From an optimization exercise on the open Yosys and OpenROAD flow, aimed at small area and a short achievable clock period; shortcuts taken in it are not production practice.
In this exercise RTL edits were held to simulation tests only and were not proved equivalent to the original.
Power is estimated from default activity; no workload was simulated.

==> inputs of exp/tundra <==
Design traffic_generator, start of the top module:
module traffic_generator (
	input logic clk,
	input logic reset,
	input logic rx_done_tick,
	input tg_proto_pkg::byte_t rx_data_out,
	output logic tx_start_transmission,
	output tg_proto_pkg::byte_t tx_data_in,
	input logic tx_busy,
	output logic cmd_en,
	output tg_mcb_pkg::mcb_instr_t cmd_instr,
	output tg_mcb_pkg::mcb_bl_t cmd_bl,
	output tg_mcb_pkg::mcb_addr_t cmd_byte_addr,
	input logic cmd_full,
	output logic wr_en,
	output tg_mcb_pkg::mcb_word_t wr_data,
	input logic wr_full,
	output logic rd_en,
	input tg_mcb_pkg::mcb_word_t rd_data,
	input logic rd_empty
);
clock: 7.0 ns
lec_check: 0
cap_margin: 20
core_margin: 2
core_utilization: 50
cts_buf_list: sky130_fd_sc_hd__clkbuf_16
cts_cluster_diameter: 80
cts_cluster_size: 25
setup_slack_margin: 4.05
slew_margin: 20
synth_hierarchical: 1
standard.sh (not shown) runs the stock make flow with config.mk's settings and CLKGATE_MAP_FILE= SYNTH_SCRIPT=/design/flow/synth_recipe.tcl, a recipe that flattens the netlist after the stock synthesis.
==> flow/flow/run.sh <==
#!/bin/bash
set -o pipefail
CTS="-sink_clustering_enable -repair_clock_nets -sink_clustering_size 29 -sink_clustering_max_diameter 90 -buf_list sky130_fd_sc_hd__clkbuf_16 -dont_use_dummy_load"
bash standard.sh "BUFFER_PORTS_ARGS=-buffer_cell sky130_fd_sc_hd__buf_1" "CTS_ARGS=$CTS" finish > standard_flow.log 2>&1
==> inputs of exp/harbor, as changes to exp/tundra <==
==> flow/design.v (replaced) <==
`default_nettype none
`default_nettype wire
`default_nettype none
package tg_proto_pkg;
	typedef logic [8-1:0] byte_t;
	localparam byte_t WRITE_START = 8'hFF;
	localparam byte_t READ_START = 8'hFE;
	localparam byte_t DONE_BYTE = 8'h1E;
	typedef enum logic [2:0] {
		ST_IDLE,
		ST_ADDR,
		ST_LEN,
		ST_WR_DATA,
		ST_WR_CMD,
		ST_RD_CMD,
		ST_RD_WAIT
	} parser_state_t;
endpackage
`default_nettype wire
`default_nettype none
package tg_mcb_pkg;
	typedef enum logic [2:0] {
		MCB_WRITE = 3'd0,
		MCB_READ = 3'd1,
		MCB_WRITE_AP = 3'd2,
		MCB_READ_AP = 3'd3
	} mcb_instr_t;
	typedef logic [30-1:0] mcb_addr_t;
	typedef logic [32-1:0] mcb_word_t;
	typedef logic [6-1:0] mcb_bl_t;
endpackage
`default_nettype wire
`timescale 1ns/1ps
`default_nettype none
module traffic_generator (
	input logic clk,
	input logic reset,
	input logic rx_done_tick,
	input tg_proto_pkg::byte_t rx_data_out,
	output logic tx_start_transmission,
	output tg_proto_pkg::byte_t tx_data_in,
	input logic tx_busy,
	output logic cmd_en,
	output tg_mcb_pkg::mcb_instr_t cmd_instr,
	output tg_mcb_pkg::mcb_bl_t cmd_bl,
	output tg_mcb_pkg::mcb_addr_t cmd_byte_addr,
	input logic cmd_full,
	output logic wr_en,
	output tg_mcb_pkg::mcb_word_t wr_data,
	input logic wr_full,
	output logic rd_en,
	input tg_mcb_pkg::mcb_word_t rd_data,
	input logic rd_empty
);
	logic s_idle, s_addr, s_len, s_wdat, s_wcmd, s_rcmd, s_rwait;
	logic [1:0] addr_cnt;
	logic [5:0] cnt;
	logic cmd_rd;
	logic cmd_ok;
	logic [7:0] whead;
	logic [7:0] wmem [63];
	logic [6:0] wqc;     
	logic wvis;          
	logic rd_ok;         
	logic last_q;
	logic read_done;
	logic [7:0] rmem [128];
	logic [7:0] rcnt;    
	logic reply_push;    
	logic [7:0] reply_byte;
	logic tick;
	logic is_start;
	logic w_push, w_pop, w_head;
	logic wr_go, rd_go;
	logic r_push, r_pop;
	logic wq0, wq1;
	logic s_wcmd_n, s_rcmd_n;
	assign tick = rx_done_tick;
	assign is_start = (rx_data_out[7:1] == 7'h7F);
	assign cmd_en = cmd_ok && !cmd_full;
	assign wr_en = wvis && !wr_full;
	assign rd_en = rd_ok && !rd_empty;
	assign cmd_instr = cmd_rd ? tg_mcb_pkg::MCB_READ_AP : tg_mcb_pkg::MCB_WRITE_AP;
	assign wr_data = {24'd0, whead};
	assign wr_go = cmd_en && s_wcmd;
	assign rd_go = cmd_en && s_rcmd;
	always_ff @(posedge clk) begin
		if (reset) begin
			s_idle <= 1'b1;
			s_addr <= 1'b0;
			s_len <= 1'b0;
			s_wdat <= 1'b0;
			s_wcmd <= 1'b0;
			s_rcmd <= 1'b0;
			s_rwait <= 1'b0;
		end else begin
			if (s_idle && tick && is_start) begin
				s_idle <= 1'b0;
				s_addr <= 1'b1;
			end
			if (s_addr && tick && addr_cnt == 2'd3) begin
				s_addr <= 1'b0;
				s_len <= 1'b1;
			end
			if (s_len && tick) begin
				s_len <= 1'b0;
				s_wdat <= !cmd_rd;
				s_rcmd <= cmd_rd;
			end
			if (s_wdat && tick && cnt == 6'd1) begin
				s_wdat <= 1'b0;
				s_wcmd <= 1'b1;
			end
			if (wr_go) begin
				s_wcmd <= 1'b0;
				s_idle <= 1'b1;
			end
			if (rd_go) begin
				s_rcmd <= 1'b0;
				s_rwait <= 1'b1;
			end
			if (s_rwait && read_done) begin
				s_rwait <= 1'b0;
				s_idle <= 1'b1;
			end
		end
	end
	always_ff @(posedge clk) begin
		if (s_idle) begin
			addr_cnt <= 2'd0;
		end else if (s_addr && tick) begin
			addr_cnt <= addr_cnt + 2'd1;
		end
	end
	always_ff @(posedge clk) begin
		if (s_idle && tick) begin
			cmd_rd <= !rx_data_out[0];
		end
		if (s_addr && tick) begin
			cmd_byte_addr <= {cmd_byte_addr[21:0], rx_data_out};
		end
		if (s_len && tick) begin
			cmd_bl <= rx_data_out[5:0];
		end
	end
	always_ff @(posedge clk) begin
		if (s_len && tick) begin
			cnt <= rx_data_out[5:0];
		end else if ((s_wdat && tick) || rd_en) begin
			cnt <= cnt - 6'd1;
		end
	end
	assign s_wcmd_n = (s_wdat && tick && cnt == 6'd1) || (s_wcmd && !wr_go);
	assign s_rcmd_n = (s_len && tick && cmd_rd) || (s_rcmd && !rd_go);
	always_ff @(posedge clk) begin
		if (reset) begin
			cmd_ok <= 1'b0;
		end else begin
			cmd_ok <= s_rcmd_n || (s_wcmd_n && !w_push && (wq0 || (wq1 && w_pop)));
		end
	end
	assign w_push = s_wdat && tick;
	assign w_pop = wr_en;
	assign wq0 = (wqc == 7'd0);
	assign wq1 = (wqc == 7'd1);
	assign w_head = wq0 || (wq1 && w_pop);
	always_ff @(posedge clk) begin
		if (reset) begin
			wqc <= 7'd0;
			wvis <= 1'b0;
		end else begin
			wqc <= wqc + {6'd0, w_push} - {6'd0, w_pop};
			wvis <= w_pop ? !wq1 : !wq0;
		end
	end
	always_ff @(posedge clk) begin
		if (w_push && !w_head) begin
			wmem[0] <= rx_data_out;
			for (int i = 1; i < 63; i++) begin
				wmem[i] <= wmem[i - 1];
			end
		end
	end
	logic [7:0] w_lo;
	logic [8:0] w_hi;
	logic [7:0] w_rd;
	assign w_lo = 8'd1 << wqc[2:0];
	assign w_hi = 9'd1 << wqc[6:3];
	for (genvar b = 0; b < 8; b++) begin : g_wrd
		logic [8:0] grp;
		logic [5:0] d0;
		for (genvar j = 2; j < 8; j++) begin : g_d0
			assign d0[j - 2] = wmem[j - 2][b];
		end
		tg_sel #(.N(6)) u_sel0 (.s(w_lo[7:2]), .d(d0), .y(grp[0]));
		for (genvar g = 1; g < 8; g++) begin : g_grp
			logic [7:0] d;
			for (genvar j = 0; j < 8; j++) begin : g_d
				assign d[j] = wmem[g * 8 + j - 2][b];
			end
			tg_sel #(.N(8)) u_sel (.s(w_lo), .d(d), .y(grp[g]));
		end
		assign grp[8] = wmem[62][b];
		tg_sel #(.N(9)) u_sel (.s(w_hi), .d(grp), .y(w_rd[b]));
	end
	always_ff @(posedge clk) begin
		if (w_head) begin
			whead <= rx_data_out;
		end else if (w_pop) begin
			whead <= w_rd;
		end
	end
	always_ff @(posedge clk) begin
		if (reset) begin
			rd_ok <= 1'b0;
			last_q <= 1'b0;
			read_done <= 1'b0;
		end else begin
			rd_ok <= !rd_en && (cnt != 6'd0) && (s_rwait || rd_go);
			last_q <= rd_en && (cnt == 6'd1);
			read_done <= last_q;
		end
	end
	always_ff @(posedge clk) begin
		if (reset) begin
			reply_push <= 1'b0;
		end else begin
			reply_push <= rd_en || last_q || wr_go;
		end
	end
	always_ff @(posedge clk) begin
		reply_byte <= rd_ok ? rd_data[7:0] : tg_proto_pkg::DONE_BYTE;
	end
	assign r_push = reply_push && !rcnt[7];
	assign r_pop = (rcnt != 8'd0) && !tx_busy && !tx_start_transmission;
	always_ff @(posedge clk) begin
		if (reset) begin
			rcnt <= 8'd0;
			tx_start_transmission <= 1'b0;
		end else begin
			rcnt <= rcnt + {7'd0, r_push} - {7'd0, r_pop};
			tx_start_transmission <= r_pop;
		end
	end
	always_ff @(posedge clk) begin
		if (r_push) begin
			rmem[0] <= reply_byte;
			for (int i = 1; i < 128; i++) begin
				rmem[i] <= rmem[i - 1];
			end
		end
	end
	logic [7:0] r_lo;
	logic [16:0] r_hi;
	logic [7:0] r_rd;
	assign r_lo = 8'd1 << rcnt[2:0];
	assign r_hi = 17'd1 << rcnt[7:3];
	for (genvar b = 0; b < 8; b++) begin : g_rrd
		logic [15:0] grp;
		logic [6:0] d0;
		for (genvar j = 1; j < 8; j++) begin : g_d0
			assign d0[j - 1] = rmem[j - 1][b];
		end
		tg_sel #(.N(7)) u_sel0 (.s(r_lo[7:1]), .d(d0), .y(grp[0]));
		for (genvar g = 1; g < 16; g++) begin : g_grp
			logic [7:0] d;
			for (genvar j = 0; j < 8; j++) begin : g_d
				assign d[j] = rmem[g * 8 + j - 1][b];
			end
			tg_sel #(.N(8)) u_sel (.s(r_lo), .d(d), .y(grp[g]));
		end
		logic y0, y1;
		tg_sel #(.N(8)) u_sel0h (.s(r_hi[7:0]), .d(grp[7:0]), .y(y0));
		tg_sel #(.N(8)) u_sel1h (.s(r_hi[15:8]), .d(grp[15:8]), .y(y1));
		assign r_rd[b] = y0 || y1 || (r_hi[16] && rmem[127][b]);
	end
	always_ff @(posedge clk) begin
		tx_data_in <= r_rd;
	end
endmodule
module tg_sel #(
	parameter int N = 8
) (
	input logic [N-1:0] s,
	input logic [N-1:0] d,
	output logic y
);
	localparam int K = N / 3;
	localparam int R = N % 3;
	logic [K+R-1:0] n;
	for (genvar k = 0; k < K; k++) begin : g_aoi
		tg_aoi222 u (.a1(s[3 * k]), .a2(d[3 * k]), .b1(s[3 * k + 1]), .b2(d[3 * k + 1]),
			.c1(s[3 * k + 2]), .c2(d[3 * k + 2]), .y(n[k]));
	end
	for (genvar r = 0; r < R; r++) begin : g_nand
		tg_nand2 u (.a(s[3 * K + r]), .b(d[3 * K + r]), .y(n[K + r]));
	end
	assign y = !(&n);
endmodule
module tg_aoi222 (
	input logic a1, a2, b1, b2, c1, c2,
	output logic y
);
	assign y = !((a1 && a2) || (b1 && b2) || (c1 && c2));
endmodule
module tg_nand2 (
	input logic a, b,
	output logic y
);
	assign y = !(a && b);
endmodule
`default_nettype wire
==> flow/flow/run.sh (replaced) <==
#!/bin/bash
set -o pipefail
CTS="-sink_clustering_enable -repair_clock_nets -sink_clustering_size 25 -sink_clustering_max_diameter 80 -buf_list sky130_fd_sc_hd__clkbuf_16 -dont_use_dummy_load"
bash standard.sh "BUFFER_PORTS_ARGS=-buffer_cell sky130_fd_sc_hd__buf_1" "CTS_ARGS=$CTS" finish > standard_flow.log 2>&1
- SETUP_SLACK_MARGIN: 4.05 -> 3.8
==> inputs of exp/maple, as changes to exp/tundra <==
==> flow/flow/run.sh (replaced) <==
#!/bin/bash
set -o pipefail
CTS="-sink_clustering_enable -repair_clock_nets -sink_clustering_size 25 -sink_clustering_max_diameter 80 -buf_list sky130_fd_sc_hd__clkbuf_16 -dont_use_dummy_load"
bash standard.sh "BUFFER_PORTS_ARGS=-buffer_cell sky130_fd_sc_hd__buf_1" "CTS_ARGS=$CTS" finish > standard_flow.log 2>&1
- CORE_UTILIZATION: 50 -> 60
- PLACE_DENSITY: default -> 0.7
==> comparison <==
- Die area: exp/maple < exp/harbor < exp/tundra.
- Against exp/tundra, the routed wire length of exp/maple is smaller by 2.3%.
- In synthesized cell count, exp/maple and exp/tundra do not differ.
- Non-clock buffer count, lowest first: exp/maple, exp/tundra, exp/harbor.
- Synthesized area is the same in exp/maple and exp/tundra.
- Against exp/harbor, the clock power of exp/tundra is smaller by about 8%.
- Against exp/maple, the fmax of exp/harbor is lower by 7.9%.
- The highest sequential share of layout area belongs to exp/maple, the lowest to exp/harbor.
- Of exp/harbor and exp/tundra, exp/harbor has the higher total power (gap about 17%, measured against exp/tundra).
- In sequential power, exp/harbor and exp/tundra hardly differ.
- exp/maple finished clean. exp/tundra ran to the end with no violations. exp/harbor finished with timing, DRC and antenna clean.

==> what the ideal ports hide <==
No port has a modelled driver above. Below, the same layouts with a new extraction and two added sets of constraints.
Step 1, drivers: a clkbuf_16 drives clk and a buf_2 each remaining input, both assumed.
Step 2, shift: input delay + t, output delay - t, t = (earliest + latest rising clock arrival at the registers) / 2. This alone moves slack from input paths to output paths.
Slacks: ideal / step 1 / step 2; pairs: ideal / step 1.
run | t, ns | setup slack, ns | worst data-port slew with drivers (ns)
exp/tundra | 0.700 | 3.893 / 3.841 / 3.496 | 0.15
exp/harbor | 0.728 | 3.646 / 3.646 / 3.228 | 0.08
exp/maple | 0.704 | 3.911 / 3.858 / 3.475 | 0.08
After both steps setup and hold are still met in every run listed. For exp/maple, which loses most, drivers alone change the setup slack by -0.053 ns; drivers and shift together by -0.436 ns.
